Background: an optimization exercise with open tools, aiming at small area. Do not read the settings as production practice.
Only simulation tests tie the RTL to the original design; equivalence was not proved.
Power is estimated from default activity; no workload was simulated.

### design/flow/config.mk
export PLATFORM = sky130hd
export DESIGN_NAME = bpred_top
export DESIGN_NICKNAME = bpred_top
export VERILOG_FILES = /design/flow/design.v
export SDC_FILE = /design/flow/constraint.sdc
export NUM_CORES = 4
export LEC_CHECK = 0
export CAP_MARGIN = 20
export CORE_MARGIN = 2
export CORE_UTILIZATION = 45
export CTS_BUF_LIST = sky130_fd_sc_hd__clkbuf_8
export CTS_CLUSTER_DIAMETER = 50
export CTS_CLUSTER_SIZE = 12
export SETUP_SLACK_MARGIN = 0.2
export SLEW_MARGIN = 20
### design/flow/constraint.sdc
create_clock -name core_clock -period 8.0 [get_ports {clk}]
set_input_delay 1.6000 -clock core_clock [delete_from_list [all_inputs] [get_ports {clk}]]
set_output_delay 1.6000 -clock core_clock [all_outputs]
set_load 0.01 [all_outputs]
### design/flow/design.v
`default_nettype none
package bpred_pkg;
  typedef logic [32-1:0] pcT;
  typedef struct packed {
    logic call;
    logic ret;
    logic jump;
    logic branch;
  } iClassT;
  typedef struct packed {
    logic   valid;
    pcT     nextPc;
    iClassT iClass;
    logic   dirTaken;
  } predT;
  typedef struct packed {
    logic   valid;
    pcT     pc;
    iClassT iClass;
    logic   taken;
    pcT     target;
  } resolveT;
  typedef struct packed {
    logic bpWrong;
    logic dirWrong;
    logic classWrong;
  } reportT;
endpackage
`default_nettype wire
`timescale 1ns/100ps
`default_nettype none
module bp_rdmux #(
  parameter int N = 16,
  parameter int W = 1
) (
  input  logic [N-1:0]   sel,
  input  logic [N*W-1:0] data,
  output logic [W-1:0]   q
);
  logic [W-1:0] acc [N+1];
  assign acc[0] = '0;
  for (genvar i = 0; i < N; i++) begin : g_or
    assign acc[i+1] = acc[i] | (data[i*W +: W] & {W{sel[i]}});
  end
  assign q = acc[N];
endmodule
module bp_ctr (
  input  logic       clk,
  input  logic       rstN,
  input  logic [5:0] ixF,
  output logic       dirF,
  input  logic       train,
  input  logic [5:0] ixE,
  input  logic       taken
);
  logic [127:0] ctrQ;
  logic [63:0]  selE;
  logic [1:0]   rdE, cntE, nxtE;
  assign dirF = ctrQ[{ixF, 1'b1}];
  assign selE = 64'd1 << ixE;
  assign rdE  = {ctrQ[{ixE, 1'b1}], ctrQ[{ixE, 1'b0}]};
  assign cntE = rdE ^ 2'b01;
  always_comb begin
    nxtE = cntE;
    if (taken && cntE != 2'b11)  nxtE = cntE + 2'b01;
    if (!taken && cntE != 2'b00) nxtE = cntE - 2'b01;
  end
  always_ff @(posedge clk or negedge rstN) begin
    if (!rstN) begin
      ctrQ <= '0;
    end else begin
      for (int i = 0; i < 64; i++) begin
        if (train && selE[i]) ctrQ[i*2 +: 2] <= nxtE ^ 2'b01;
      end
    end
  end
endmodule
module bp_btb (
  input  logic        clk,
  input  logic        rstN,
  input  logic [31:0] pcF,
  output logic        hitF,
  output logic [31:0] tgtF,
  output logic [1:0]  clsF,
  input  logic        train,
  input  logic [31:0] pcE,
  input  logic [3:0]  clsE,
  input  logic [31:0] tgtE
);
  logic [15:0]      vldQ;
  logic [16*26-1:0] tagQ;
  logic [16*32-1:0] tgtQ;
  logic [16*2-1:0]  clsQ;
  logic [15:0] selF, selE;
  logic [25:0] tagRdF, tagRdE;
  logic        vldRdF, vldRdE, hitE, isCtrlE;
  assign selF = 16'd1 << pcF[5:2];
  assign selE = 16'd1 << pcE[5:2];
  bp_rdmux #(.N(16), .W(26)) rTagF (.sel(selF), .data(tagQ), .q(tagRdF));
  bp_rdmux #(.N(16), .W(32)) rTgtF (.sel(selF), .data(tgtQ), .q(tgtF));
  bp_rdmux #(.N(16), .W(2))  rClsF (.sel(selF), .data(clsQ), .q(clsF));
  bp_rdmux #(.N(16), .W(1))  rVldF (.sel(selF), .data(vldQ), .q(vldRdF));
  bp_rdmux #(.N(16), .W(26)) rTagE (.sel(selE), .data(tagQ), .q(tagRdE));
  bp_rdmux #(.N(16), .W(1))  rVldE (.sel(selE), .data(vldQ), .q(vldRdE));
  assign hitF    = vldRdF && (tagRdF == pcF[31:6]);
  assign hitE    = vldRdE && (tagRdE == pcE[31:6]);
  assign isCtrlE = |clsE;
  always_ff @(posedge clk or negedge rstN) begin
    if (!rstN) begin
      vldQ <= '0;
    end else if (train) begin
      for (int i = 0; i < 16; i++) begin
        if (selE[i] && isCtrlE)   vldQ[i] <= 1'b1;
        else if (selE[i] && hitE) vldQ[i] <= 1'b0;
      end
    end
  end
  always_ff @(posedge clk) begin
    for (int i = 0; i < 16; i++) begin
      if (train && isCtrlE && selE[i]) begin
        tagQ[i*26 +: 26] <= pcE[31:6];
        tgtQ[i*32 +: 32] <= tgtE;
        clsQ[i*2 +: 2]   <= {clsE[3] | clsE[2], clsE[1] | clsE[2]};
      end
    end
  end
endmodule
module bp_ras (
  input  logic        clk,
  input  logic        rstN,
  output logic [31:0] topF,
  input  logic        push,
  input  logic        pop,
  input  logic [31:0] link
);
  logic [4*32-1:0] rasQ;
  logic [3:0]      wrQ;
  logic [1:0]      ptrQ;
  logic [3:0]      selT, selW;
  logic [31:0]     rd;
  assign selW = 4'd1 << ptrQ;
  assign selT = 4'd1 << (ptrQ - 2'd1);
  bp_rdmux #(.N(4), .W(32)) rTop (.sel(selT & wrQ), .data(rasQ), .q(topF));
  always_ff @(posedge clk or negedge rstN) begin
    if (!rstN) begin
      ptrQ <= '0;
      wrQ  <= '0;
    end else if (push) begin
      ptrQ <= ptrQ + 2'd1;
      wrQ  <= wrQ | selW;
    end else if (pop) begin
      ptrQ <= ptrQ - 2'd1;
    end
  end
  always_ff @(posedge clk) begin
    for (int i = 0; i < 4; i++) begin
      if (push && selW[i]) rasQ[i*32 +: 32] <= link;
    end
  end
endmodule
module bpred_top (
  input  logic        clk,
  input  logic        rstN,
  input  logic        stall,
  input  logic        flush,
  input  logic        fetchValid,
  input  logic [31:0] pcF,
  output logic        predValidF,
  output logic [31:0] predNextPcF,
  output logic [3:0]  predClassF,
  output logic        predDirTakenF,
  input  logic        resolveValidE,
  input  logic [31:0] resolvePcE,
  input  logic [3:0]  resolveClassE,
  input  logic        resolveTakenE,
  input  logic [31:0] resolveTargetE,
  output logic        bpWrongE,
  output logic [31:0] pcCorrectE,
  output logic [2:0]  reportM
);
  logic [2:0]  kindD, kindE;
  logic [31:0] npcD, npcE;
  logic [5:0]  ixD, ixE;
  logic        trainE;
  logic        hitF, dirF;
  logic [31:0] tgtF, rasTopF, linkE;
  logic [1:0]  clsF;
  assign trainE = resolveValidE && !stall;
  assign linkE  = resolvePcE + 32'd4;
  bp_ctr ctr (
    .clk, .rstN, .ixF(pcF[7:2]), .dirF,
    .train(trainE && resolveClassE[0]), .ixE, .taken(resolveTakenE)
  );
  bp_btb btb (
    .clk, .rstN, .pcF, .hitF, .tgtF, .clsF,
    .train(trainE), .pcE(resolvePcE), .clsE(resolveClassE), .tgtE(resolveTargetE)
  );
  bp_ras ras (
    .clk, .rstN, .topF(rasTopF),
    .push(trainE && resolveClassE[3]), .pop(trainE && resolveClassE[2]),
    .link(linkE)
  );
  logic isRetF, isJmpF, isCallF, isBrF;
  assign isRetF  = hitF &&  clsF[1] &&  clsF[0];
  assign isCallF = hitF &&  clsF[1] && !clsF[0];
  assign isJmpF  = hitF && !clsF[1] &&  clsF[0];
  assign isBrF   = hitF && !clsF[1] && !clsF[0];
  always_comb begin
    if (isRetF)
      predNextPcF = rasTopF;
    else if (isCallF || isJmpF || (isBrF && dirF))
      predNextPcF = tgtF;
    else
      predNextPcF = pcF + 32'd4;
  end
  assign predValidF    = fetchValid;
  assign predClassF    = {isCallF, isRetF, isJmpF, isBrF};
  assign predDirTakenF = dirF;
  logic [2:0] kindF;
  always_comb begin
    if (!fetchValid)  kindF = 3'd0;
    else if (isBrF)   kindF = {2'b11, dirF};
    else if (isJmpF)  kindF = 3'd2;
    else if (isRetF)  kindF = 3'd3;
    else if (isCallF) kindF = 3'd4;
    else              kindF = 3'd1;
  end
  always_ff @(posedge clk or negedge rstN) begin
    if (!rstN) begin
      kindD <= '0;
      ixD   <= '0;
      kindE <= '0;
      ixE   <= '0;
    end else if (flush) begin
      kindD <= '0;
      ixD   <= '0;
      kindE <= '0;
      ixE   <= '0;
    end else if (!stall) begin
      kindD <= kindF;
      ixD   <= pcF[7:2];
      kindE <= kindD;
      ixE   <= ixD;
    end
  end
  always_ff @(posedge clk) begin
    if (!stall) begin
      npcD <= predNextPcF;
      npcE <= npcD;
    end
  end
  logic checkE, pBrE, pJmpE, pRetE, pCallE, dirWrongE, classWrongE;
  assign pcCorrectE = resolveTakenE ? resolveTargetE : linkE;
  assign checkE = resolveValidE && (kindE != 3'd0);
  assign pBrE   = kindE[2] &&  kindE[1];
  assign pCallE = kindE[2] && !kindE[1];
  assign pJmpE  = kindE == 3'd2;
  assign pRetE  = kindE == 3'd3;
  assign bpWrongE    = checkE && (npcE != pcCorrectE);
  assign dirWrongE   = checkE && resolveClassE[0] && pBrE && (kindE[0] != resolveTakenE);
  assign classWrongE = checkE && ({pCallE, pRetE, pJmpE, pBrE} != resolveClassE);
  always_ff @(posedge clk or negedge rstN) begin
    if (!rstN) begin
      reportM <= '0;
    end else if (flush) begin
      reportM <= '0;
    end else if (!stall) begin
      reportM <= {bpWrongE, dirWrongE, classWrongE};
    end
  end
endmodule
`default_nettype wire
### design/flow/run.sh
#!/bin/bash
# synth_recipe.tcl (not shown) runs the flow's synth.tcl, then flattens the netlist and writes it again
# the make line also repeats each setting of config.mk as NAME=value (left out here)
make -C /OpenROAD-flow-scripts/flow DESIGN_CONFIG=/design/flow/config.mk WORK_HOME=/design/flow/orfs CLKGATE_MAP_FILE= SYNTH_SCRIPT=/design/flow/synth_recipe.tcl finish
==> results of run 1 <==
==> sequential cells by signal, summed over array words and instances, names as in the netlist <==
name and flops:
btb.tgtQ 512, btb.tagQ 416, ctr.ctrQ 128, ras.rasQ 128, btb.clsQ 32, npcD 32
npcE 32, btb.vldQ 16, ixD 6, ixE 6, ras.wrQ 4, kindD 3
kindE 3, reportM 3, ras.ptrQ 2
==> timing repair <==
action	CTS	global route
gates resized for setup	12	14
endpoints found under the setup margin	36	36
hold endpoints to repair	0	0
pin swaps	1	2
setup buffers	0	2
==> placed cells by master, fill, tap and decap left out, drive strengths merged, types with 63 or more instances in the layout <==
master | Yosys | layout
dfrtp | 171 | 171
nand4 | 63 | 63
edfxtp | 1152 | 1152
a221oi | 126 | 126
clkbuf | 216 | 158
nand3 | 88 | 88
a22oi | 223 | 223
clkdlybuf4s50 | 0 | 171
mux2i | 150 | 150
xnor2 | 68 | 68
a22o | 85 | 85
mux2 | 212 | 212
a21oi | 135 | 135
nand2 | 210 | 210
nor2 | 186 | 186
buf | 99 | 307
inv | 42 | 84
o21ai | 74 | 74
==> final cells by class <==
type                            count  area (µm²)
Multi-Input combinational cell   2344       18400
Timing Repair Buffer              482        4440
Sequential cell                  1323       38900
Clock buffer                      157        2160
Antenna cell                        3        7.51
Tap cell                         1742        2180
Inverter                           44         165
Clock inverter                     98         867
Fill cell                       11000       62100
==> power groups by stage <==
stage	Clock, W	Sequential (W)	Combinational (W)
CTS	0.00490	0.00780	0.00213
global route	0.00516	0.00782	0.00228
floorplan	0	0.00791	0.00112
finish	0.00488	0.00781	0.00220
detailed placement	0	0.00795	0.00212
global placement	0	0.00795	0.00211
==> layer usage <==
| metal | up-vias | routed length, µm | GRT usage (%) |
|---|---|---|---|
| li1 | 16800 | - | - |
| met2 | 3289 | 99500 | 50.4 |
| met3 | 657 | 31800 | 10.5 |
| met5 | - | 181 | 0 |
| met1 | 21400 | 88500 | 47.7 |
| met4 | 18 | 12900 | 16.7 |
==> through the flow <==
step	worst slack [ns]	TNS (ns)	total power [W]
6_report	0.228	0	0.0149
5_1_grt	0.219	0	0.0153
4_1_cts	0.227	0	0.0148
3_3_place_gp	-0.229	-2.49	0.0101
3_5_place_dp	-0.241	-2.19	0.0101
2_1_floorplan	0.690	0	0.00903
==> worst max-delay path by stage <==
| stage | slack, ns | cells past startpoint | endpoint |
|---|---|---|---|
| 4_1_cts | 0.23 | 16 | predNextPcF[23] |
| 5_1_grt | 0.22 | 14 | bpWrongE |
| 2_1_floorplan | 0.69 | 7 | btb.clsQ[14]$_DFFE_PP_ |
| 6_report | 0.23 | 14 | bpWrongE |
| 3_3_place_gp | -0.23 | 16 | predNextPcF[23] |
| 3_5_place_dp | -0.24 | 16 | predNextPcF[23] |
==> kinds of logic (layout without fill, tap and decap cells) <==
group,Yosys count,after routing
buffers and inverters,359,781
muxes,422,422
and+or+nand+nor,793,793
DFF,1323,1323
AOI/OAI and AO/OA,984,984
other,0,3
xor gates and xnor gates,127,127
adders and majority gates,18,18
==> summary.md, run 1 <==
| Metric | Value |
|---|---|
| Status | `complete, no violations` |
| Standard-cell row count | `about 130` |
| Dominant cell type by count on the critical path | `sky130_fd_sc_hd__buf_4` |
| Multiplexer share of the synthesized area | `8.99%` |
| Cell variety after synth | `83` |
| Cells on worst reg2reg path | `15` |
| Share of the yosys chip area belonging to registers | `between 60% and 70%` |
| Share of cells above drive strength 1 | `around 20%` |
| Number of vias per cell after detailed routing | `6.81` |
| Category of the worst setup path launch point | `primary input` |
| R2R Setup Slk | `3.09 ns` |
| Flip-flop and latch count after synthesis | `between 1k and 1.5k` |
| RSZ-0062 raised after global routing | `false` |
| Number of failing hold endpoints at the final stage | `0` |
| Combinational family with the most area after synthesis | `compound AO/OA/AOI/OAI gates` |
| Clock Power Share | `between 30% and 40%` |
| Post-detailed-route DRC marker count | `0` |
| Combinational power share | `about 15%` |
| Post-Synth Adder-Cell Area | `0.386%` |
| Detailed Routing Iterations Pass 1 | `8` |
| Final worst path period share | `97.2%` |
| Launching instance or port of the critical path | `resolvePcE[2]` |
| Clock skew after layout | `about 0.05 ns` |
| Final setup vio count | `0` |
| Crit path cell chain | `clkdlybuf4s50_1 > ha_1 > nand4_1 > nor4_1 > xor2_1 > mux2_2 > xor2_1 > buf_4 > a2111oi_0 > buf_4 > nand4_1 > buf_4 > nor2b_1 > clkdlybuf4s50_1` |
| RD Place Congestion | `1.01` |
| Proportion of netlist area held by the largest area contributor | `59.2%` |
| Post-place instance area | `63900 µm²` |
| Synth Warn # | `14` |
| Worst EP arrival | `6.17 ns` |
| Worst-Skew Late Latency | `roughly 0.93 ns` |
| Share of flip-flops with an asynchronous set or reset | `12.9%` |
| CTS buffer count | `152` |
| Family of cells with the greatest summed delay on the critical path | `buffers and inverters` |
| Count of buffering cells on the critical path with inverters included | `5` |
| Total Die Area | `between 100000 and 150000 µm²` |
| Die boundary width | `~360 µm` |
| Wire length after detailed routing | `approximately 230000 µm` |
| Cell type with the highest aggregate area in the netlist | `sky130_fd_sc_hd__edfxtp_1` |
| CP Data Required Time | `roughly 6.4 ns` |
| # port buffers | `180` |
| Area growth from synthesis to final layout | `14.8%` |
| Top achievable clock speed | `129 MHz` |
| Cell types with the largest area share after synthesis | `sky130_fd_sc_hd__edfxtp_1 (59%), sky130_fd_sc_hd__dfrtp_1 (7.3%), sky130_fd_sc_hd__mux2_2 (4.1%)` |
| Clock edge transition at the registers on the reported setup and hold paths | `0.08 ns` |
| Most used flip-flop cell after synthesis | `sky130_fd_sc_hd__edfxtp_1` |
| Total of hold buffers inserted after clock tree synthesis | `0` |
| Total number of clock tree sinks | `approximately 1.3k` |
| Global-route wire length before repair | `roughly 320000 µm` |
| Global-route congestion overflow total | `0` |
| Power density normalized to cell area | `around 220 nW/µm²` |
| Effective utilization at floorplan | `45.2%` |
| Number of global-route vias before repair | `about 40k` |
| Cell at the root of the clock tree | `sky130_fd_sc_hd__clkbuf_8` |
| Worst slack on hold paths | `about 0.42 ns` |
| Internal power | `between 0.01 and 0.015 W` |
| Leakage component of the power | `between 20 and 25 nW` |
| Area fraction in compound gates after synthesis | `approximately 13%` |
| Max-Cap Viols | `0` |
| Core Footprint | `129000 µm²` |
| Placed instance count | `5933` |
| CTS tree | `yes` |
| Final number of max-transition violations | `0` |
| Number of instances on the worst hold path | `0` |
| Global Route Usage Sum | `34.7%` |
| Via count | `roughly 42k` |
| XOR/XNOR Fraction of Synth Area | `approximately 2.0%` |
| Startpoint of the tightest hold check path | `npcD[21]$_DFFE_PN_` |
| Stage delay of the slowest cell on the critical path | `around 0.69 ns` |
| Detail-routed net length per standard cell | `37.6 µm` |
| Post-Route Utilization | `51.9%` |
| Worst reg2reg startpoint | `ixE[0]$_DFFE_PN0P_` |
| Post-Layout Inst Area | `between 60000 and 70000 µm²` |
| Number of synthesized flops with an enable pin | `1152` |
| Capture endpoint of the worst hold path | `npcE[21]$_DFFE_PN_` |
| Fraction of power spent switching nets | `28.6%` |
| Switching Power | `0.00426 W` |
| Endpoint of the worst register-to-register path | `ctr.ctrQ[19]$_DFFE_PN0P_` |
| Top-count cell post-synth | `sky130_fd_sc_hd__edfxtp_1` |
| Crit. End Element | `output pin` |
| Peak VDD IR | `171 µV` |
| Nets | `~4.5k` |
| Crit Path Max Fanout | `5` |
| Count of non-filler cells in the finished layout | `6193` |
| Largest net degree at the start of global routing | `75` |
| Cell count after synthesis | `roughly 4.0k` |
| Routed Antenna Nets | `0` |
| Initial antenna violation count | `17` |
| Synthesized area per cell | `14.5 µm²` |
| Classification of the worst setup path | `in2out` |
| Hold crit path type | `reg2reg` |
| Synth Cell Area | `between 50000 and 60000 µm²` |
| Pin slew with the least headroom to its limit | `1.25 ns` |
| Post-DP HPWL | `about 150000 µm` |
| Simple-Gate Fraction of Synth Area | `around 6.7%` |
| Number of design-rule violations left by the first detailed-router iteration | `about 7.4k` |
| Post-synthesis net count | `about 4.2k` |
| I/O pin count | `about 180` |
| Final worst path period need | `about 7.8 ns` |
| Tightest slew margin relative to the limit | `between 10% and 20%` |
| Slowest cell on the critical path | `sky130_fd_sc_hd__clkdlybuf4s50_1` |
| Maximum clock insertion buffer count | `3` |
| # H-tree levels | `4` |
| Part of the total power dissipated in sequential elements | `between 50 and 60%` |
| Die height | `364 µm` |
| Most common library cells after synthesis | `sky130_fd_sc_hd__edfxtp_1 (1152), sky130_fd_sc_hd__a22oi_1 (223), sky130_fd_sc_hd__clkbuf_1 (216), sky130_fd_sc_hd__mux2_2 (211), sky130_fd_sc_hd__nand2_1 (210)` |
==> inputs of run 2 (changes only) <==
==> design/flow/config.mk (replaced) <==
export PLATFORM = sky130hd
export DESIGN_NAME = bpred_top
export DESIGN_NICKNAME = bpred_top
export VERILOG_FILES = /design/flow/design.v
export SDC_FILE = /design/flow/constraint.sdc
export NUM_CORES = 4
export LEC_CHECK = 0
export CAP_MARGIN = 5
export CORE_MARGIN = 2
export CORE_UTILIZATION = 45
export CTS_BUF_LIST = sky130_fd_sc_hd__clkbuf_8
export CTS_CLUSTER_DIAMETER = 50
export CTS_CLUSTER_SIZE = 16
export SETUP_SLACK_MARGIN = 0.2
export SLEW_MARGIN = 5
==> run 2 against run 1 <==
  * Flip-flop and latch count unchanged
  * Power up 2.4%
  * Hold slack better by 0.0070 ns
  * Cell count about the same
  * Combinational power about the same
  * Sequential share of layout area down 0.25 points
  * Clock power up 7.4%
  * Critical path depth unchanged
  * Maximum frequency down 0.10%
  * Area after synthesis unchanged
  * Via count about the same
  * Register-to-register slack about the same
  * Critical path type unchanged
  * Highest routed layer unchanged
==> summary.md, run 2 <==
| Metric | Value |
|---|---|
| RD Place Congestion | `1.01 (unchanged)` |
| CTS tree | `yes` |
| Synth Cell Area | `58400 µm² (unchanged)` |
| Crit. End Element | `output pin` |
| Final worst path period share | `97.2% (+0.099 points)` |
| Most used flip-flop cell after synthesis | `sky130_fd_sc_hd__edfxtp_1` |
| Most frequent cells in the layout | `sky130_fd_sc_hd__edfxtp_1 (1152), sky130_fd_sc_hd__buf_4 (271), sky130_fd_sc_hd__a22oi_1 (222)` |
| Largest net degree at the start of global routing | `75 (unchanged)` |
| Tightest slew margin relative to the limit | `7.12% (-9.3 points)` |
| Detail-routed net length per standard cell | `37.7 µm (+0.34%)` |
| Final worst path period need | `7.78 ns (+0.00790 ns)` |
| Global Route Usage Sum | `34.8% (+0.10 points)` |
| Area growth from synthesis to final layout | `15.3%` |
| Classification of the worst setup path | `in2out` |
| Number of instances on the worst hold path | `0 (unchanged)` |
| Wire length after detailed routing | `234000 µm (+0.36%)` |
| Post-synthesis net count | `4151 (unchanged)` |
| Share of flip-flops with an asynchronous set or reset | `12.9% (unchanged)` |
| Worst EP arrival | `6.18 ns (about the same)` |
| Launching instance or port of the critical path | `resolvePcE[2]` |
| Worst setup margin | `0.220 ns (-0.00790 ns)` |
| Crit Path Max Fanout | `5 (unchanged)` |
| Flip-flop count of the largest register after layout | `512 (unchanged)` |
| Clock edge transition at the registers on the reported setup and hold paths | `0.09 ns (about the same)` |
| Final number of max-transition violations | `0 (unchanged)` |
| Clock skew after layout | `0.0430 ns (-0.00603 ns)` |
| Die boundary width | `364 µm (unchanged)` |
| Max-Cap Viols | `0 (unchanged)` |
| Most common library cells after synthesis | `sky130_fd_sc_hd__edfxtp_1 (1152), sky130_fd_sc_hd__a22oi_1 (223), sky130_fd_sc_hd__clkbuf_1 (216), sky130_fd_sc_hd__mux2_2 (211), sky130_fd_sc_hd__nand2_1 (210)` |
| Register bank with the most flops | `btb.tgtQ` |
| Cell at the root of the clock tree | `sky130_fd_sc_hd__clkbuf_8` |
| Most common cell after layout, fill and taps aside | `sky130_fd_sc_hd__edfxtp_1` |
| Top achievable clock speed | `129 MHz (-0.10%)` |
| # port buffers | `180 (unchanged)` |
| Effective utilization at floorplan | `45.2% (unchanged)` |
| Nets | `4458 (-0.31%)` |
| Maximum clock insertion buffer count | `3 (unchanged)` |
| CP Data Required Time | `6.40 ns (about the same)` |
| Endpoint of the worst register-to-register path | `ctr.ctrQ[85]$_DFFE_PN0P_` |
| Final setup TNS | `0 ns (unchanged)` |
| R2R Setup Slk | `3.08 ns (about the same)` |
| Total of hold buffers inserted after clock tree synthesis | `0 (unchanged)` |
| Flip-flop and latch count after synthesis | `1323 (unchanged)` |
| Cell count after synthesis | `4026 (unchanged)` |
| I/O pin count | `181 (unchanged)` |
| Share of cells above drive strength 1 | `20.6% (+0.58 points)` |
| Pin slew with the least headroom to its limit | `1.39 ns (+0.142 ns)` |
| Number of vias per cell after detailed routing | `6.81 (about the same)` |
| Power density normalized to cell area | `226 nW/µm² (+2.0%)` |
| Synth Warn # | `14 (unchanged)` |
| Number of global-route vias before repair | `39.8k (-0.48%)` |
| Total number of clock tree sinks | `1323 (unchanged)` |
| Combinational power share | `14.5% (-0.3 points)` |
| Filler cells | `11.0k (-0.037%)` |
| Part of the total power dissipated in sequential elements | `51.2% (-1.2 points)` |
| Post-Route Utilization | `52.2% (+0.22 points)` |
| Fraction of power spent switching nets | `28.4% (-0.20 points)` |
| Timing endpoint of the critical path | `bpWrongE` |
| Largest regs | `btb.tgtQ x512, btb.tagQ x416` |
| Number of design-rule violations left by the first detailed-router iteration | `7253 (-1.5%)` |
| Switching Power | `0.00434 W (+1.7%)` |
| Via count | `42.2k (+0.019%)` |
| Post-detailed-route DRC marker count | `0 (unchanged)` |
| Number of failing hold endpoints at the final stage | `0 (unchanged)` |
| Global-route congestion overflow total | `0 (unchanged)` |
| Category of the worst setup path launch point | `primary input` |
| Startpoint of the tightest hold check path | `npcD[21]$_DFFE_PN_` |
| CTS buffer count | `140 (-7.9%)` |
| Clock Power Share | `34.4% (+1.6 points)` |
| Initial antenna violation count | `16 (-1)` |
| Cells on worst reg2reg path | `15 (unchanged)` |
| # H-tree levels | `4 (unchanged)` |
| Synthesized area per cell | `14.5 µm² (unchanged)` |
| Top-count cell post-synth | `sky130_fd_sc_hd__edfxtp_1` |
| Post-DP HPWL | `153000 µm (about the same)` |
| RSZ-0062 raised after global routing | `false` |
| Number of synthesized flops with an enable pin | `1152 (unchanged)` |
| Die height | `364 µm (unchanged)` |
| Worst reg2reg startpoint | `ixE[0]$_DFFE_PN0P_` |
| Total area of sequential cells | `38900 µm² (unchanged)` |
| Core Footprint | `129000 µm² (unchanged)` |
| Total Die Area | `133000 µm² (unchanged)` |
| Hold crit path type | `reg2reg` |
| Combined area of the multi-input logic cells | `18400 µm² (+0.14%)` |
| Cell type with the highest aggregate area in the netlist | `sky130_fd_sc_hd__edfxtp_1` |
| Detailed Routing Iterations Pass 1 | `10 (+2)` |
| Cell variety after synth | `83 (unchanged)` |
| Peak VDD IR | `170 µV (-0.60%)` |
| Routed Antenna Nets | `0 (unchanged)` |
| Leakage component of the power | `22.8 nW (+0.27%)` |
| Share of the yosys chip area belonging to registers | `66.6% (unchanged)` |
| Proportion of netlist area held by the largest area contributor | `59.2% (unchanged)` |
| Worst-Skew Late Latency | `0.93 ns (about the same)` |
| Place WS | `-0.227 ns (+0.0135 ns)` |
| Status | `complete, no violations` |
| Internal power | `0.0109 W (+2.7%)` |
| Standard-cell row count | `132 (unchanged)` |
| Global-route wire length before repair | `320000 µm (+0.16%)` |
| Final setup vio count | `0 (unchanged)` |
| Cell types with the largest area share after synthesis | `sky130_fd_sc_hd__edfxtp_1 (59%), sky130_fd_sc_hd__dfrtp_1 (7.3%), sky130_fd_sc_hd__mux2_2 (4.1%)` |
==> run 2: stage by stage <==
step | std cells | cell area [µm²] | hold slack, ns | total power (W)
2_1_floorplan | 4026 | 58400 | 0.400 | 0.00903
3_3_place_gp | 5932 | 63900 | 0.404 | 0.0101
3_5_place_dp | 5932 | 63900 | 0.405 | 0.0101
4_1_cts | 6187 | 67300 | 0.431 | 0.0152
5_1_grt | 6190 | 67300 | 0.439 | 0.0156
6_report | 6194 | 67400 | 0.427 | 0.0152
==> run 2: cell type report <==
| class | count | share of cell area, % |
|---|---|---|
| inverter | 44 | 0.245 |
| sequential | 1323 | 57.7 |
| antenna | 7 | 0.0260 |
| clock inverter | 104 | 1.85 |
| timing repair buffer | 480 | 6.55 |
| tap | 1742 | 3.24 |
| multi-input combinational | 2344 | 27.3 |
| clock buffer | 150 | 3.06 |
==> run 2: routing by layer <==
layer / wire (µm) / global-route usage [%] / vias up
met5: 89 / 0 / -
met4: 11800 / 15.6 / 14
met3: 31100 / 10.0 / 631
met2: 101000 / 51.3 / 3297
met1: 89300 / 48.0 / 21400
li1: - / - / 16800
==> run 2: kinds of logic after synthesis <==
| logic type | Yosys count | synth area share [%] |
|---|---|---|
| DFF | 1323 | 66.6 |
| AOI/OAI and AO/OA | 984 | 12.8 |
| and+or+nand+nor | 793 | 6.74 |
| muxes | 422 | 8.99 |
| buffers and inverters | 359 | 2.58 |
| xor gates and xnor gates | 127 | 2.00 |
| adders and majority gates | 18 | 0.386 |
==> run 2: worst min path at each step <==
stage | to | slack, ns
2_1_floorplan | npcE[0]$_DFFE_PN_ | 0.40
3_3_place_gp | npcE[24]$_DFFE_PN_ | 0.40
4_1_cts | npcE[21]$_DFFE_PN_ | 0.43
5_1_grt | npcE[25]$_DFFE_PN_ | 0.44
6_report | npcE[21]$_DFFE_PN_ | 0.43
3_5_place_dp | npcE[16]$_DFFE_PN_ | 0.41
==> run 2: repair_timing <==
item                       CTS  global route
setup endpoints to repair   36            36
pin swaps                    1             1
setup buffers                1             0
resized for setup           12            19
==> run 2: worst max-delay path: stages <==
cell,delay [ns]
sky130_fd_sc_hd__clkdlybuf4s50_1,0.70
sky130_fd_sc_hd__ha_1,0.38
sky130_fd_sc_hd__nand4_1,0.18
sky130_fd_sc_hd__nor4_1,0.52
sky130_fd_sc_hd__xor2_1,0.50
sky130_fd_sc_hd__mux2_2,0.33
sky130_fd_sc_hd__xor2_1,0.10
sky130_fd_sc_hd__buf_4,0.20
sky130_fd_sc_hd__a2111oi_0,0.43
sky130_fd_sc_hd__buf_4,0.20
sky130_fd_sc_hd__nand4_1,0.13
sky130_fd_sc_hd__buf_4,0.24
sky130_fd_sc_hd__nor2b_1,0.15
sky130_fd_sc_hd__clkdlybuf4s50_1,0.50
==> run 2: power by group through the flow <==
stage          clock network [W]  registers, W  logic, W
6_report                 0.00524       0.00781   0.00220
5_1_grt                  0.00551       0.00782   0.00228
4_1_cts                  0.00526       0.00780   0.00213
3_5_place_dp                   0       0.00795   0.00212
3_3_place_gp                   0       0.00795   0.00211
2_1_floorplan                  0       0.00791   0.00112
==> inputs of run 3 (changes only) <==
==> design/flow/flow/run.sh (new file) <==
#!/bin/bash
# Standard ORFS layout with smaller port buffers and no CTS dummy loads.
set -euo pipefail
bash standard.sh \
  BUFFER_PORTS_ARGS="-buffer_cell sky130_fd_sc_hd__buf_1" \
  CTS_ARGS="-sink_clustering_enable -repair_clock_nets -dont_use_dummy_load -buf_list sky130_fd_sc_hd__clkbuf_8 -sink_clustering_size 12 -sink_clustering_max_diameter 50" \
  finish > standard_run.log 2>&1
==> design/flow/standard.sh (new file) <==
#!/bin/bash
# synth_recipe.tcl (not shown) runs the flow's synth.tcl, then flattens the netlist and writes it again
# the make line also repeats each setting of config.mk as NAME=value (left out here)
make -C /OpenROAD-flow-scripts/flow DESIGN_CONFIG=/design/flow/config.mk WORK_HOME=/design/flow/orfs CLKGATE_MAP_FILE= SYNTH_SCRIPT=/design/flow/synth_recipe.tcl "${@:-finish}"
==> design/flow/config.mk (replaced) <==
export PLATFORM = sky130hd
export DESIGN_NAME = bpred_top
export DESIGN_NICKNAME = bpred_top
export VERILOG_FILES = /design/flow/design.v
export SDC_FILE = /design/flow/constraint.sdc
export NUM_CORES = 4
export LEC_CHECK = 0
export CAP_MARGIN = 20
export CORE_MARGIN = 2
export CORE_UTILIZATION = 45
export CTS_BUF_LIST = sky130_fd_sc_hd__clkbuf_8
export CTS_CLUSTER_DIAMETER = 50
export CTS_CLUSTER_SIZE = 12
export SETUP_SLACK_MARGIN = 0.2
export SLEW_MARGIN = 20
removed: design/flow/run.sh
==> run 3 against run 2 <==
  * Still clean on timing, DRC and antenna
  * Count of clock-buffer cells in the layout unchanged
  * Flip-flop and latch count unchanged
  * Hold slack worse by 0.0093 ns
  * Critical path type unchanged
  * Critical endpoint is now predNextPcF[8]
  * Largest cell class unchanged
==> summary.md, run 3 <==
| Metric | Value |
|---|---|
| Nets | `4420 (-0.85%)` |
| Count of non-filler cells in the finished layout | `6051 (-2.3%)` |
| Number of synthesized flops with an enable pin | `1152 (unchanged)` |
| Number of buffers inserted to repair setup after CTS | `0 (-1)` |
| Cell types with the largest area share after synthesis | `sky130_fd_sc_hd__edfxtp_1 (59%), sky130_fd_sc_hd__dfrtp_1 (7.3%), sky130_fd_sc_hd__mux2_2 (4.1%)` |
| Hold crit path type | `reg2reg` |
| Category of the worst setup path launch point | `primary input` |
| Global-route congestion overflow total | `0 (unchanged)` |
| Detail-routed net length per standard cell | `38.7 µm (+2.4%)` |
| Number of global-route vias before repair | `40.2k (+0.96%)` |
| Effective utilization at floorplan | `45.2% (unchanged)` |
| Wire length after detailed routing | `234000 µm (about the same)` |
| RD Place Congestion | `1.04 (+2.7%)` |
| Slowest cell on the critical path | `sky130_fd_sc_hd__nor2b_1` |
| Most common cell after layout, fill and taps aside | `sky130_fd_sc_hd__edfxtp_1` |
| Pin slew with the least headroom to its limit | `1.27 ns (-0.117 ns)` |
| Largest net degree at the start of global routing | `160 (+110%)` |
| Post-Synth Adder-Cell Area | `0.386% (unchanged)` |
| Final number of max-transition violations | `0 (unchanged)` |
| Largest regs | `btb.tgtQ x512, btb.tagQ x416` |
| Clock edge transition at the registers on the reported setup and hold paths | `0.08 ns (about the same)` |
| # port buffers | `180 (unchanged)` |
| I/O pin count | `181 (unchanged)` |
| Worst EP arrival | `6.25 ns (+0.07 ns)` |
| Share of flip-flops with an asynchronous set or reset | `12.9% (unchanged)` |
| Core Footprint | `129000 µm² (unchanged)` |
| Final worst path period share | `98.1% (+0.89 points)` |
| Cell count after synthesis | `4026 (unchanged)` |
| Placed instance count | `5884 (-0.81%)` |
| Total Die Area | `133000 µm² (unchanged)` |
| Post-Layout Inst Area | `64500 µm² (-4.2%)` |
| Top-count cell post-synth | `sky130_fd_sc_hd__edfxtp_1` |
| Area growth from synthesis to final layout | `10.4%` |
| Proportion of netlist area held by the largest area contributor | `59.2% (unchanged)` |
| Crit Path Max Fanout | `20 (+15)` |
| Dominant cell type by count on the critical path | `sky130_fd_sc_hd__buf_4` |
| Flip-flop count of the largest register after layout | `512 (unchanged)` |
| Simple-Gate Fraction of Synth Area | `6.74% (unchanged)` |
| CP Data Required Time | `6.40 ns (about the same)` |
| Final worst path period need | `7.85 ns (+0.0710 ns)` |
| Global Route Usage Sum | `34.9% (+0.054 points)` |
| Power density normalized to cell area | `215 nW/µm² (-4.9%)` |
| Maximum clock insertion buffer count | `3 (unchanged)` |
| Synth Cell Area | `58400 µm² (unchanged)` |
| CTS buffer count | `150 (+7.1%)` |
| Total number of clock tree sinks | `1323 (unchanged)` |
| Die height | `364 µm (unchanged)` |
| Post-synthesis net count | `4151 (unchanged)` |
| Final setup TNS | `0 ns (unchanged)` |
| Share of the yosys chip area belonging to registers | `66.6% (unchanged)` |
| RSZ-0062 raised after global routing | `false` |
| Clock skew after layout | `0.0966 ns (+0.0536 ns)` |
| Number of vias per cell after detailed routing | `7.00 (+2.8%)` |
| Most used flip-flop cell after synthesis | `sky130_fd_sc_hd__edfxtp_1` |
| Leakage component of the power | `21.5 nW (-6.0%)` |
| Die boundary width | `364 µm (unchanged)` |
| Crit. End Element | `output pin` |
| CTS tree | `yes` |
| Post-detailed-route DRC marker count | `0 (unchanged)` |
| Area fraction in compound gates after synthesis | `12.8% (unchanged)` |
| Stage delay of the slowest cell on the critical path | `0.82 ns (+0.12 ns)` |
| Most common library cells after synthesis | `sky130_fd_sc_hd__edfxtp_1 (1152), sky130_fd_sc_hd__a22oi_1 (223), sky130_fd_sc_hd__clkbuf_1 (216), sky130_fd_sc_hd__mux2_2 (211), sky130_fd_sc_hd__nand2_1 (210)` |
| Place WS | `0.255 ns (+0.482 ns)` |
| Crit path cell chain | `clkbuf_2 > inv_1 > ha_2 > nor2b_1 > buf_4 > a221o_1 > o21ai_0 > and3_1 > or4_1 > nor4b_2 > buf_4 > nand4_1 > nand2b_2 > buf_12 > a21oi_1 > buf_1` |
| Global-route wire length before repair | `321000 µm (+0.38%)` |
| Number of design-rule violations left by the first detailed-router iteration | `7426 (+2.4%)` |
| Combinational family with the most area after synthesis | `compound AO/OA/AOI/OAI gates` |
| Most frequent cells in the layout | `sky130_fd_sc_hd__edfxtp_1 (1152), sky130_fd_sc_hd__buf_4 (232), sky130_fd_sc_hd__a22oi_1 (223)` |
| Tightest slew margin relative to the limit | `15.0% (+7.9 points)` |
| Detailed Routing Iterations Pass 1 | `9 (-1)` |
| Worst setup margin | `0.149 ns (-0.0710 ns)` |
| Worst-Skew Late Latency | `0.91 ns (-0.02 ns)` |
| Post-DP HPWL | `153000 µm (-0.31%)` |
| Multiplexer share of the synthesized area | `8.99% (unchanged)` |
| Cell variety after synth | `83 (unchanged)` |
| Number of failing hold endpoints at the final stage | `0 (unchanged)` |
| Cell type with the highest aggregate area in the netlist | `sky130_fd_sc_hd__edfxtp_1` |
| Share of cells above drive strength 1 | `17.9% (-2.7 points)` |
| Top achievable clock speed | `127 MHz (-0.90%)` |
| XOR/XNOR Fraction of Synth Area | `2.00% (unchanged)` |
| Final setup vio count | `0 (unchanged)` |
| Post-place instance area | `62300 µm² (-2.4%)` |
| Cell at the root of the clock tree | `sky130_fd_sc_hd__clkbuf_8` |
| # H-tree levels | `4 (unchanged)` |
| Initial antenna violation count | `24 (+8)` |
| Standard-cell row count | `132 (unchanged)` |
| Classification of the worst setup path | `in2out` |
| Status | `complete, no violations` |
| Synthesized area per cell | `14.5 µm² (unchanged)` |
| Flip-flop and latch count after synthesis | `1323 (unchanged)` |
| Via count | `42.4k (+0.38%)` |
| Routed Antenna Nets | `0 (unchanged)` |
| Synth Warn # | `14 (unchanged)` |
| Max-Cap Viols | `0 (unchanged)` |
| Peak VDD IR | `178 µV (+5.2%)` |
| Register bank with the most flops | `btb.tgtQ` |
[run 3: per-layer routing]
layer	routed length [µm]	global-route usage, %	part of all wire [%]	up-vias
met1	88500	47.5	38	21600
li1	-	-	-	16600
met3	33300	11.6	14	697
met5	228	0	0.097	-
met2	99500	50.6	43	3485
met4	12500	16.1	5.3	20
[run 3: per-stage QoR]
stage	utilization, %	hold WS (ns)	total power (W)
2_1_floorplan	-	0.400	0.00903
3_3_place_gp	48.3	0.405	0.00998
3_5_place_dp	48.3	0.409	0.00999
4_1_cts	49.9	0.420	0.0139
5_1_grt	49.9	0.433	0.0143
6_report	49.9	0.418	0.0139
[run 3: layout make-up]
cell class / count / area [µm²]
fillers: 11200 / 64700
flip-flops and latches: 1323 / 38900
multi-input cells: 2344 / 18300
repair buffers: 432 / 2840
well taps: 1742 / 2180
clock buffers: 150 / 2060
inverters: 44 / 165
diodes: 16 / 40.0
[run 3: power by group]
part           internal [W]  switching (W)  total (W)
registers           0.00770       0.000111    0.00781
logic              0.000625        0.00148    0.00211
clock network       0.00166        0.00231    0.00397
total               0.00998        0.00391     0.0139
[run 3: cells by family after synthesis]
| kind of cell | count (synthesis) |
|---|---|
| multiplexers | 422 |
| AND/OR/NAND/NOR | 793 |
| XOR/XNOR | 127 |
| buffers and inverters | 359 |
| AO/OA/AOI/OAI | 984 |
| flip-flops | 1323 |
| adder cells (fa/ha/maj) | 18 |
[run 3: worst max-delay path: cells and delay by family]
kind,cells,cell delay [ns]
AND/OR/NAND/NOR,6,2.47
buffers and inverters,6,1.26
AO/OA/AOI/OAI,3,0.64
adder cells (fa/ha/maj),1,0.23
[run 3: what timing repair did]
| action | CTS | global route |
|---|---|---|
| endpoints found under the setup margin | 0 | 33 |
| resized for setup | 0 | 7 |
| hold buffers | 0 | 0 |
[run 3: path summary, 6_finish.rpt]
| kind | depth (start not counted) | endpoint | slack (ns) | startpoint |
|---|---|---|---|---|
| min | 0 | npcE[19]$_DFFE_PN_ | 0.42 | npcD[19]$_DFFE_PN_ |
| min in group asynchronous | 1 | kindD[0]$_DFFE_PN0P_ | 0.59 | rstN |
| max reg2reg | 15 | ctr.ctrQ[103]$_DFFE_PN0P_ | 2.87 | ixE[0]$_DFFE_PN0P_ |
| max | 16 | predNextPcF[8] | 0.15 | pcF[3] |
| min reg2reg | 0 | npcE[19]$_DFFE_PN_ | 0.42 | npcD[19]$_DFFE_PN_ |
| max in group asynchronous | 2 | ctr.ctrQ[82]$_DFFE_PN0P_ | 6.15 | rstN |
==> inputs of run 4 (changes only) <==
==> design/flow/flow/run.sh (replaced) <==
#!/bin/bash
# Standard ORFS layout with smaller port buffers and no CTS dummy loads.
set -euo pipefail
bash standard.sh \
  BUFFER_PORTS_ARGS="-buffer_cell sky130_fd_sc_hd__buf_1" \
  CTS_ARGS="-sink_clustering_enable -repair_clock_nets -dont_use_dummy_load -buf_list sky130_fd_sc_hd__clkbuf_8 -sink_clustering_size 16 -sink_clustering_max_diameter 50" \
  finish > standard_run.log 2>&1
==> design/flow/config.mk (replaced) <==
export PLATFORM = sky130hd
export DESIGN_NAME = bpred_top
export DESIGN_NICKNAME = bpred_top
export VERILOG_FILES = /design/flow/design.v
export SDC_FILE = /design/flow/constraint.sdc
export NUM_CORES = 4
export LEC_CHECK = 0
export CAP_MARGIN = 10
export CORE_MARGIN = 2
export CORE_UTILIZATION = 55
export CTS_BUF_LIST = sky130_fd_sc_hd__clkbuf_8
export CTS_CLUSTER_DIAMETER = 50
export CTS_CLUSTER_SIZE = 16
export SETUP_SLACK_MARGIN = 0.2
export SLEW_MARGIN = 10
==> run 4 against run 3 <==
  * Still clean on timing, DRC and antenna
  * Area after synthesis unchanged
  * Clock power fell by 5%
  * Hold slack gained 0.0086 ns
  * Critical path depth rose by 1
  * Power is 1.6% lower
  * Utilization is 11 points higher
  * Non-clock buffer count decreased by 28
==> summary.md, run 4 <==
| Metric | Value |
|---|---|
| Status | `complete, no violations` |
| Initial antenna violation count | `18 (-25%)` |
| Combinational power share | `15.2% (about the same)` |
| Share of flip-flops with an asynchronous set or reset | `12.9% (unchanged)` |
| Classification of the worst setup path | `in2out` |
| Proportion of netlist area held by the largest area contributor | `59.2% (unchanged)` |
| Flip-flop count of the largest register after layout | `512 (unchanged)` |
| Synth Cell Area | `58400 µm² (unchanged)` |
| Clock skew after layout | `0.0837 ns (-0.0129 ns)` |
| Post-Route Utilization | `60.5% (+11 points)` |
| Top-count cell post-synth | `sky130_fd_sc_hd__edfxtp_1` |
| Final number of max-transition violations | `0 (unchanged)` |
| Number of buffers inserted to repair setup after CTS | `0 (unchanged)` |
| Place WS | `-0.0240 ns (-0.279 ns)` |
| Number of synthesized flops with an enable pin | `1152 (unchanged)` |
| CTS buffer count | `140 (-6.7%)` |
| Tightest slew margin relative to the limit | `8.61% (-6.4 points)` |
| Worst slack on hold paths | `0.427 ns (+0.00856 ns)` |
| Global-route congestion overflow total | `0 (unchanged)` |
| Worst setup margin | `0.276 ns (+0.127 ns)` |
| Routed Antenna Nets | `0 (unchanged)` |
| Detailed Routing Iterations Pass 1 | `10 (+1)` |
| Final setup vio count | `0 (unchanged)` |
| Worst EP arrival | `6.12 ns (-0.13 ns)` |
| Number of design-rule violations left by the first detailed-router iteration | `7453 (+0.36%)` |
| Cell count after synthesis | `4026 (unchanged)` |
| Power density normalized to cell area | `215 nW/µm² (-0.26%)` |
| Effective utilization at floorplan | `55.5% (+10 points)` |
| Peak VDD IR | `230 µV (+29%)` |
| Standard-cell row count | `119 (-9.8%)` |
| Register bank with the most flops | `btb.tgtQ` |
| Detail-routed net length per standard cell | `39.8 µm (+2.9%)` |
| R2R Setup Slk | `2.17 ns (-0.70 ns)` |
| Hold crit path type | `reg2reg` |
| Final worst path period share | `96.5% (-1.6 points)` |
| RD Place Congestion | `1.01 (-2.9%)` |
| Post-detailed-route DRC marker count | `0 (unchanged)` |
| Largest regs | `btb.tgtQ x512, btb.tagQ x416` |
| # H-tree levels | `4 (unchanged)` |
| Total of hold buffers inserted after clock tree synthesis | `0 (unchanged)` |
| Most used flip-flop cell after synthesis | `sky130_fd_sc_hd__edfxtp_1` |
| Category of the worst setup path launch point | `primary input` |
| Synthesized area per cell | `14.5 µm² (unchanged)` |
| Total number of clock tree sinks | `1323 (unchanged)` |
| Leakage component of the power | `21.3 nW (-0.94%)` |
| Die boundary width | `330 µm (-9.4%)` |
| Area growth from synthesis to final layout | `8.96%` |
| Number of failing hold endpoints at the final stage | `0 (unchanged)` |
| Post-synthesis net count | `4151 (unchanged)` |
| Pin slew with the least headroom to its limit | `1.37 ns (+0.0974 ns)` |
| Crit. End Element | `output pin` |
| Maximum clock insertion buffer count | `3 (unchanged)` |
| Synth Warn # | `14 (unchanged)` |
| Most common library cells after synthesis | `sky130_fd_sc_hd__edfxtp_1 (1152), sky130_fd_sc_hd__a22oi_1 (223), sky130_fd_sc_hd__clkbuf_1 (216), sky130_fd_sc_hd__mux2_2 (211), sky130_fd_sc_hd__nand2_1 (210)` |
| Largest net degree at the start of global routing | `83 (-48%)` |
| Clock edge transition at the registers on the reported setup and hold paths | `0.08 ns (about the same)` |
| Share of cells above drive strength 1 | `17.0% (-0.87 points)` |
| Most frequent cells in the layout | `sky130_fd_sc_hd__edfxtp_1 (1152), sky130_fd_sc_hd__a22oi_1 (223), sky130_fd_sc_hd__mux2_2 (211)` |
| Final worst path period need | `7.72 ns (-0.127 ns)` |
| Global-route wire length before repair | `310000 µm (-3.4%)` |
| # port buffers | `180 (unchanged)` |
| Max-Cap Viols | `0 (unchanged)` |
| Crit Path Max Fanout | `45 (+130%)` |
| Top achievable clock speed | `129 MHz (+1.6%)` |
| Core Footprint | `105000 µm² (-18%)` |
| Worst-Skew Late Latency | `0.87 ns (-0.04 ns)` |
| CTS tree | `yes` |
| Wire length after detailed routing | `225000 µm (-3.9%)` |
| Startpoint of the tightest hold check path | `npcD[29]$_DFFE_PN_` |
| Via count | `41.9k (-1.1%)` |
| Die height | `330 µm (-9.4%)` |
| Part of the total power dissipated in sequential elements | `57.1% (+0.9 points)` |
| Clock Power Share | `27.7% (-0.9 points)` |
| Flip-flop and latch count after synthesis | `1323 (unchanged)` |
| Nets | `4382 (-0.86%)` |
| Worst reg2reg startpoint | `ixE[0]$_DFFE_PN0P_` |
| Share of the yosys chip area belonging to registers | `66.6% (unchanged)` |
| Most common cell after layout, fill and taps aside | `sky130_fd_sc_hd__edfxtp_1` |
| Cell variety after synth | `83 (unchanged)` |
| Number of vias per cell after detailed routing | `7.41 (+5.9%)` |
| Cell at the root of the clock tree | `sky130_fd_sc_hd__clkbuf_8` |
| I/O pin count | `181 (unchanged)` |
| Post-DP HPWL | `143000 µm (-6.4%)` |
| Cell type with the highest aggregate area in the netlist | `sky130_fd_sc_hd__edfxtp_1` |
| CP Data Required Time | `6.40 ns (about the same)` |
| Fraction of power spent switching nets | `27.8% (-0.30 points)` |
| Total Die Area | `109000 µm² (-18%)` |
| RSZ-0062 raised after global routing | `false` |
| Switching Power | `0.00380 W (-2.6%)` |
| Number of global-route vias before repair | `40.3k (+0.41%)` |
| Launching instance or port of the critical path | `pcF[2]` |
| Global Route Usage Sum | `41.1% (+6.2 points)` |
| Internal power | `0.00987 W (-1.2%)` |
| Final setup TNS | `0 ns (unchanged)` |
| Cell types with the largest area share after synthesis | `sky130_fd_sc_hd__edfxtp_1 (59%), sky130_fd_sc_hd__dfrtp_1 (7.3%), sky130_fd_sc_hd__mux2_2 (4.1%)` |
run 4: timing repair:
action | 4_1_cts | 5_1_grt
endpoints found under the setup margin | 34 | 28
gates cloned | 0 | 0
resized for setup | 2 | 2
run 4: logic make-up (layout without fill, tap and decap cells):
logic type | after synthesis | after routing | synth area share (%)
other cells | 0 | 7 | 0
flops | 1323 | 1323 | 66.6
simple gates | 793 | 793 | 6.74
fa+ha+maj | 18 | 18 | 0.386
compound gates | 984 | 984 | 12.8
buf+inv | 359 | 588 | 2.58
xor+xnor | 127 | 127 | 2.00
mux | 422 | 422 | 8.99
run 4: worst paths after layout:
kind	end	cells after the start
min in group asynchronous	ctr.ctrQ[30]$_DFFE_PN0P_	1
min reg2reg	npcE[29]$_DFFE_PN_	0
max in group asynchronous	ixE[1]$_DFFE_PN0P_	2
max reg2reg	ctr.ctrQ[97]$_DFFE_PN0P_	14
max	predNextPcF[5]	17
min	npcE[29]$_DFFE_PN_	0
run 4: power by group through the flow:
stage	Clock (W)	Combinational, W	Sequential, W
after floorplan	0	0.00112	0.00791
after global placement	0	0.00198	0.00794
after detailed placement	0	0.00201	0.00795
after CTS	0.00380	0.00201	0.00780
after global routing	0.00405	0.00215	0.00782
final	0.00379	0.00208	0.00781
run 4: stage by stage:
step                      cell area [µm²]  power (W)  std cells
after global placement              61600    0.00992       5504
final                               63600     0.0137       5653
after detailed placement            61700    0.00996       5505
after CTS                           63600     0.0136       5645
after global routing                63600     0.0140       5649
after floorplan                     58400    0.00903       4026
run 4: worst max-delay path, cell delays in order:
cell and delay, ns:
sky130_fd_sc_hd__buf_1 0.13, sky130_fd_sc_hd__buf_4 0.32, sky130_fd_sc_hd__ha_2 0.27, sky130_fd_sc_hd__buf_12 0.31
sky130_fd_sc_hd__and3b_1 0.71, sky130_fd_sc_hd__o2bb2ai_1 0.18, sky130_fd_sc_hd__a221oi_1 0.08, sky130_fd_sc_hd__and3_1 0.19
sky130_fd_sc_hd__or4_1 0.53, sky130_fd_sc_hd__nor4b_4 0.42, sky130_fd_sc_hd__buf_4 0.18, sky130_fd_sc_hd__nand4_1 0.08
sky130_fd_sc_hd__buf_4 0.21, sky130_fd_sc_hd__buf_12 0.17, sky130_fd_sc_hd__a21oi_1 0.17, sky130_fd_sc_hd__a21o_1 0.31
sky130_fd_sc_hd__buf_1 0.20
run 4: layer usage:
layer / wire [µm] / global-route usage (%) / up-vias
met3: 30000 / 10.8 / 755
met4: 15800 / 23.9 / 12
li1: - / - / 16500
met5: 96 / 0 / -
met1: 80600 / 55.2 / 21000
met2: 98300 / 60.9 / 3570
run 4: layout make-up:
class,instances,area [µm²]
fillers,8055,41600
well taps,1391,1740
inverters,44,168
multi-input cells,2344,18300
diodes,7,17.5
flip-flops and latches,1323,38900
clock buffers,140,1930
repair buffers,404,2600
==> inputs of run 5 (changes only) <==
--- a/design/flow/design.v
+++ b/design/flow/design.v
@@ -44,6 +44,41 @@
   end
   assign q = acc[N];
 endmodule
+module bp_dec #(
+  parameter int B = 4
+) (
+  input  logic [B-1:0]      idx,
+  output logic [(1<<B)-1:0] sel
+);
+  for (genvar i = 0; i < (1 << B); i++) begin : g_sel
+    assign sel[i] = (idx == B'(i));
+  end
+endmodule
+module bp_inc4 (
+  input  logic [31:0] a,
+  output logic [31:0] y
+);
+  logic [31:0] c;
+  logic [7:0]  bp;
+  logic [8:0]  bc;
+  assign bc[0] = 1'b1;
+  for (genvar b = 0; b < 8; b++) begin : g_blk
+    localparam int lo = 2 + 4*b;
+    localparam int hi = (lo + 3 > 31) ? 31 : lo + 3;
+    assign bp[b]   = &a[hi:lo];
+    assign bc[b+1] = bc[b] & bp[b];
+  end
+  assign y[1:0] = a[1:0];
+  assign c[1:0] = 2'b00;
+  for (genvar k = 2; k < 32; k++) begin : g_bit
+    if ((k - 2) % 4 == 0) begin : g_first
+      assign c[k] = bc[(k-2)/4];
+    end else begin : g_next
+      assign c[k] = c[k-1] & a[k-1];
+    end
+    assign y[k] = a[k] ^ c[k];
+  end
+endmodule
 module bp_ctr (
   input  logic       clk,
   input  logic       rstN,
@@ -57,8 +92,8 @@
   logic [63:0]  selE;
   logic [1:0]   rdE, cntE, nxtE;
   assign dirF = ctrQ[{ixF, 1'b1}];
-  assign selE = 64'd1 << ixE;
-  assign rdE  = {ctrQ[{ixE, 1'b1}], ctrQ[{ixE, 1'b0}]};
+  bp_dec #(.B(6)) decE (.idx(ixE), .sel(selE));
+  bp_rdmux #(.N(64), .W(2)) rCtrE (.sel(selE), .data(ctrQ), .q(rdE));
   assign cntE = rdE ^ 2'b01;
   always_comb begin
     nxtE = cntE;
@@ -94,8 +129,8 @@
   logic [15:0] selF, selE;
   logic [25:0] tagRdF, tagRdE;
   logic        vldRdF, vldRdE, hitE, isCtrlE;
-  assign selF = 16'd1 << pcF[5:2];
-  assign selE = 16'd1 << pcE[5:2];
+  bp_dec #(.B(4)) decF (.idx(pcF[5:2]), .sel(selF));
+  bp_dec #(.B(4)) decE (.idx(pcE[5:2]), .sel(selE));
   bp_rdmux #(.N(16), .W(26)) rTagF (.sel(selF), .data(tagQ), .q(tagRdF));
   bp_rdmux #(.N(16), .W(32)) rTgtF (.sel(selF), .data(tgtQ), .q(tgtF));
   bp_rdmux #(.N(16), .W(2))  rClsF (.sel(selF), .data(clsQ), .q(clsF));
@@ -138,8 +173,8 @@
   logic [1:0]      ptrQ;
   logic [3:0]      selT, selW;
   logic [31:0]     rd;
-  assign selW = 4'd1 << ptrQ;
-  assign selT = 4'd1 << (ptrQ - 2'd1);
+  bp_dec #(.B(2)) decW (.idx(ptrQ), .sel(selW));
+  bp_dec #(.B(2)) decT (.idx(ptrQ - 2'd1), .sel(selT));
   bp_rdmux #(.N(4), .W(32)) rTop (.sel(selT & wrQ), .data(rasQ), .q(topF));
   always_ff @(posedge clk or negedge rstN) begin
     if (!rstN) begin
@@ -185,8 +220,10 @@
   logic        hitF, dirF;
   logic [31:0] tgtF, rasTopF, linkE;
   logic [1:0]  clsF;
+  logic [31:0] pcPlus4F;
+  bp_inc4 incF (.a(pcF), .y(pcPlus4F));
   assign trainE = resolveValidE && !stall;
-  assign linkE  = resolvePcE + 32'd4;
+  bp_inc4 incE (.a(resolvePcE), .y(linkE));
   bp_ctr ctr (
     .clk, .rstN, .ixF(pcF[7:2]), .dirF,
     .train(trainE && resolveClassE[0]), .ixE, .taken(resolveTakenE)
@@ -211,7 +248,7 @@
     else if (isCallF || isJmpF || (isBrF && dirF))
       predNextPcF = tgtF;
     else
-      predNextPcF = pcF + 32'd4;
+      predNextPcF = pcPlus4F;
   end
   assign predValidF    = fetchValid;
   assign predClassF    = {isCallF, isRetF, isJmpF, isBrF};
==> run 5 against run 4 <==
  * Flip-flop and latch count stayed put
  * Highest routed layer unchanged
  * Worst setup slack got worse by 0.055 ns
  * First-iteration DRC count down 4.0%
  * Synthesized cell count fell by 6.1%
  * Register-to-register slack improved by 0.55 ns
  * Non-clock buffer count unchanged
  * Via count fell by 3.0%
  * Cell area down 3.2%
  * Die area shrank 3.6%
  * Critical path depth is 2 lower
  * Power down 2.7%
  * Wire length is 2.5% lower
==> summary.md, run 5 <==
| Metric | Value |
|---|---|
| Pin slew with the least headroom to its limit | `1.27 ns (-0.104 ns)` |
| Family of cells with the greatest summed delay on the critical path | `compound AO/OA/AOI/OAI gates` |
| RSZ-0062 raised after global routing | `false` |
| Endpoint of the worst register-to-register path | `ctr.ctrQ[25]$_DFFE_PN0P_` |
| Total area of sequential cells | `38900 µm² (about the same)` |
| Number of vias per cell after detailed routing | `7.51 (+1.3%)` |
| Worst EP arrival | `6.18 ns (+0.06 ns)` |
| Nets | `4197 (-4.2%)` |
| Final worst path period need | `7.78 ns (+0.0548 ns)` |
| Slowest cell on the critical path | `sky130_fd_sc_hd__a2111oi_0` |
| Die height | `324 µm (-1.8%)` |
| Flip-flop and latch count after synthesis | `1323 (unchanged)` |
| Overall Power | `0.0133 W (-2.7%)` |
| I/O pin count | `181 (unchanged)` |
| Worst reg2reg startpoint | `ixE[0]$_DFFE_PN0P_` |
| Total of hold buffers inserted after clock tree synthesis | `0 (unchanged)` |
| Die boundary width | `324 µm (-1.8%)` |
| Synthesized area per cell | `14.9 µm² (+2.6%)` |
| Effective utilization at floorplan | `55.4% (-0.072 points)` |
| Wire length after detailed routing | `219000 µm (-2.5%)` |
| Most frequent cells in the layout | `sky130_fd_sc_hd__edfxtp_1 (1152), sky130_fd_sc_hd__a22oi_1 (280), sky130_fd_sc_hd__buf_4 (206)` |
| CTS buffer count | `135 (-3.6%)` |
| Share of the yosys chip area belonging to registers | `69.0% (+2.5 points)` |
| Power density normalized to cell area | `216 nW/µm² (+0.51%)` |
| Final number of max-transition violations | `0 (unchanged)` |
| Most common library cells after synthesis | `sky130_fd_sc_hd__edfxtp_1 (1152), sky130_fd_sc_hd__a22oi_1 (280), sky130_fd_sc_hd__nor2_1 (204), sky130_fd_sc_hd__clkbuf_1 (189), sky130_fd_sc_hd__dfrtp_1 (171)` |
| Top-count cell post-synth | `sky130_fd_sc_hd__edfxtp_1` |
| Hold crit path type | `reg2reg` |
| Total number of clock tree sinks | `1323 (unchanged)` |
| Post-synthesis net count | `3942 (-5.0%)` |
| Core Footprint | `102000 µm² (-3.5%)` |
| Filler cells | `7838 (-2.7%)` |
| Classification of the worst setup path | `in2out` |
| Max-Cap Viols | `0 (unchanged)` |
| Combined area of the multi-input logic cells | `16400 µm² (-10%)` |
| Tightest slew margin relative to the limit | `14.3% (+5.7 points)` |
| Detail-routed net length per standard cell | `40.5 µm (+1.9%)` |
| Post-detailed-route DRC marker count | `0 (unchanged)` |
| Crit path cell chain | `buf_1 > buf_4 > ha_4 > buf_16 > nand2b_2 > o221ai_1 > a2111oi_0 > buf_4 > xor2_1 > o211a_1 > nand4_1 > or4_4 > nand2b_4 > a21o_1 > buf_1` |
| Clock edge transition at the registers on the reported setup and hold paths | `0.09 ns (about the same)` |
| Leakage component of the power | `20.7 nW (-2.5%)` |
| Share of flip-flops with an asynchronous set or reset | `12.9% (unchanged)` |
| Number of instances on the worst hold path | `0 (unchanged)` |
| Standard-cell row count | `117 (-1.7%)` |
| Maximum clock insertion buffer count | `3 (unchanged)` |
| Detailed Routing Iterations Pass 1 | `10 (unchanged)` |
| Status | `complete, no violations` |
| R2R Setup Slk | `2.72 ns (+0.55 ns)` |
| Flip-flop count of the largest register after layout | `512 (unchanged)` |
| Number of design-rule violations left by the first detailed-router iteration | `7158 (-4.0%)` |
| Final setup TNS | `0 ns (unchanged)` |
| Cell depth of the worst setup path | `15 (-2)` |
| Via count | `40.6k (-3.0%)` |
| Register bank with the most flops | `btb.tgtQ` |
| Peak VDD IR | `184 µV (-20%)` |
| Routed Antenna Nets | `0 (unchanged)` |
| Cell variety after synth | `88 (+6.0%)` |
| Worst-Skew Late Latency | `0.87 ns (about the same)` |
| # H-tree levels | `4 (unchanged)` |
| Final setup vio count | `0 (unchanged)` |
| Count of buffering cells on the critical path with inverters included | `5 (-2)` |
| Most common cell after layout, fill and taps aside | `sky130_fd_sc_hd__edfxtp_1` |
| CP Data Required Time | `6.40 ns (about the same)` |
| Startpoint of the tightest hold check path | `npcD[24]$_DFFE_PN_` |
| Area growth from synthesis to final layout | `9.43%` |
| RD Place Congestion | `0.987 (-1.9%)` |
| Number of failing hold endpoints at the final stage | `0 (unchanged)` |
| Clock skew after layout | `0.0796 ns (-0.00408 ns)` |
| Number of synthesized flops with an enable pin | `1152 (unchanged)` |
| Crit. End Element | `output pin` |
| Initial antenna violation count | `8 (-10)` |
| Global-route congestion overflow total | `0 (unchanged)` |
| Global Route Usage Sum | `41.5% (+0.43 points)` |
| Category of the worst setup path launch point | `primary input` |
| Post-DP HPWL | `138000 µm (-3.3%)` |
| Share of cells above drive strength 1 | `15.0% (-2.0 points)` |
| Total Die Area | `105000 µm² (-3.6%)` |
| Largest regs | `btb.tgtQ x512, btb.tagQ x416` |
| Cell type with the highest aggregate area in the netlist | `sky130_fd_sc_hd__edfxtp_1` |
| Proportion of netlist area held by the largest area contributor | `61.4% (+2.2 points)` |
| Number of global-route vias before repair | `38.9k (-3.5%)` |
| Largest net degree at the start of global routing | `73 (-12%)` |
| Synth Warn # | `16 (+2)` |
| Top achievable clock speed | `129 MHz (-0.70%)` |
| Cell at the root of the clock tree | `sky130_fd_sc_hd__clkbuf_8` |
| CTS tree | `yes` |
| Final worst path period share | `97.2% (+0.68 points)` |
| Capture endpoint of the worst hold path | `npcE[24]$_DFFE_PN_` |
| Crit Path Max Fanout | `32 (-29%)` |
| Cell count after synthesis | `3781 (-6.1%)` |
| Most used flip-flop cell after synthesis | `sky130_fd_sc_hd__edfxtp_1` |
| Cell types with the largest area share after synthesis | `sky130_fd_sc_hd__edfxtp_1 (61%), sky130_fd_sc_hd__dfrtp_1 (7.6%), sky130_fd_sc_hd__a22oi_1 (3.7%)` |
| Global-route wire length before repair | `301000 µm (-2.9%)` |
| # port buffers | `180 (unchanged)` |
| Stage delay of the slowest cell on the critical path | `0.66 ns (-0.05 ns)` |
| Cells on worst reg2reg path | `14 (unchanged)` |
| Synth Cell Area | `56300 µm² (-3.6%)` |
-- run 5: changes by cell type after synthesis, moves of 34 or more --
cell	before	now
sky130_fd_sc_hd__mux2_2	211	118
sky130_fd_sc_hd__nand2_1	210	127
sky130_fd_sc_hd__mux2i_1	149	70
sky130_fd_sc_hd__a22o_1	85	163
sky130_fd_sc_hd__a22oi_1	223	280
sky130_fd_sc_hd__a221oi_1	126	168
sky130_fd_sc_hd__mux4_2	60	18
sky130_fd_sc_hd__ha_1	18	54
sky130_fd_sc_hd__xnor2_1	68	34
-- run 5: layer usage --
layer,up-vias,routed length (µm),GRT usage [%]
met3,750,31300,12.7
met1,20400,79900,56.3
met2,3636,95200,61.2
met5,-,61,0
met4,6,13000,20.6
li1,15800,-,-
-- run 5: area by class of cell --
cell class	count	area share, %
Sequential cell	1323	63.1
Multi-Input combinational cell	2143	26.6
Timing Repair Buffer	404	4.24
Clock buffer	135	3.02
Tap cell	1368	2.78
Inverter	29	0.179
Antenna cell	11	0.0447
-- run 5: what timing repair did --
| item | in CTS | in global routing |
|---|---|---|
| buffers inserted | 0 | 2 |
| resized for setup | 2 | 1 |
| pin swaps | 0 | 2 |
| setup endpoints to repair | 7 | 3 |
-- run 5: through the flow --
stage / utilization (%) / hold WS, ns / worst slack, ns / instance area (µm²) / instances
floorplan: - / 0.400 / 0.856 / 56300 / 3781
global placement: 58.7 / 0.401 / 0.146 / 59700 / 5265
detailed placement: 58.7 / 0.405 / 0.0968 / 59700 / 5265
CTS: 60.6 / 0.407 / 0.223 / 61500 / 5400
global route: 60.6 / 0.417 / 0.221 / 61600 / 5404
finish: 60.6 / 0.403 / 0.221 / 61600 / 5413
-- run 5: cell families (layout without fill, tap and decap cells) --
family | Yosys count | after routing | synth area share (%)
muxes | 210 | 210 | 4.41
buffers and inverters | 315 | 568 | 2.41
and+or+nand+nor | 686 | 686 | 6.27
AOI/OAI and AO/OA | 1102 | 1102 | 15.2
adders and majority gates | 55 | 55 | 1.22
xor gates and xnor gates | 90 | 90 | 1.40
DFF | 1323 | 1323 | 69.0
other | 0 | 11 | 0
-- run 5: worst max path at each step --
stage	startpoint	to	slack, ns
global route	pcF[3]	predNextPcF[27]	0.22
global placement	pcF[3]	predNextPcF[27]	0.15
CTS	pcF[3]	predNextPcF[28]	0.22
floorplan	pcF[2]	predClassF[1]	0.86
finish	pcF[3]	predNextPcF[28]	0.22
detailed placement	pcF[3]	predNextPcF[28]	0.1
-- run 5: report_power, final --
part | switching [W] | internal [W] | leakage [nW] | total, W
Combinational | 0.00129 | 0.000510 | 6.97 | 0.00180
Sequential | 0.0000929 | 0.00769 | 12.8 | 0.00778
Clock | 0.00221 | 0.00150 | 0.971 | 0.00371
-- run 5: worst register-to-register path: stages (launching register included) --
cell and delay [ns]:
sky130_fd_sc_hd__dfrtp_1 0.72, sky130_fd_sc_hd__buf_4 0.36, sky130_fd_sc_hd__nor2b_1 0.24, sky130_fd_sc_hd__a32o_1 0.32
sky130_fd_sc_hd__a22oi_1 0.14, sky130_fd_sc_hd__nand2_1 0.12, sky130_fd_sc_hd__a2111o_1 0.41, sky130_fd_sc_hd__a221oi_2 0.59
sky130_fd_sc_hd__inv_1 0.11, sky130_fd_sc_hd__ha_1 0.23, sky130_fd_sc_hd__nor3_1 0.23, sky130_fd_sc_hd__xnor2_1 0.15
sky130_fd_sc_hd__a21oi_4 0.81, sky130_fd_sc_hd__buf_4 0.52, sky130_fd_sc_hd__o21ai_0 0.19

## separate check: timing with driven ports
In the flow no input, the clock included, has a driving cell. The finished layouts below were timed again as built, in two steps. Step 1, drivers: a clkbuf_16 drives clk and a buf_2 each remaining input, both assumed. Step 2 also shifts input and output timing later by t, the mid clock arrival at the registers, as if the neighbouring blocks saw the same clock. a / b / c = no drivers / after step 1 / after step 2; a / b = the first two.
| run | t (ns) | slack for setup (ns) | hold WS [ns] | worst data-port slew with drivers (ns) |
|---|---|---|---|---|
| run 1 | 0.978 | 0.228 / 0.121 / 0.121 | 0.420 / 0.420 / 0.420 | 0.32 |
| run 2 | 0.977 | 0.220 / 0.129 / 0.129 | 0.427 / 0.427 / 0.427 | 0.33 |
| run 3 | 0.940 | 0.149 / 0.126 / 0.126 | 0.418 / 0.418 / 0.418 | 0.33 |
| run 4 | 0.904 | 0.276 / 0.249 / 0.249 | 0.427 / 0.427 / 0.427 | 0.10 |
| run 5 | 0.895 | 0.221 / 0.198 / 0.198 | 0.403 / 0.403 / 0.403 | 0.15 |
After both steps every run listed still meets setup and hold. For run 1, which loses most, drivers alone change the setup slack by -0.107 ns; drivers and shift together by -0.107 ns.
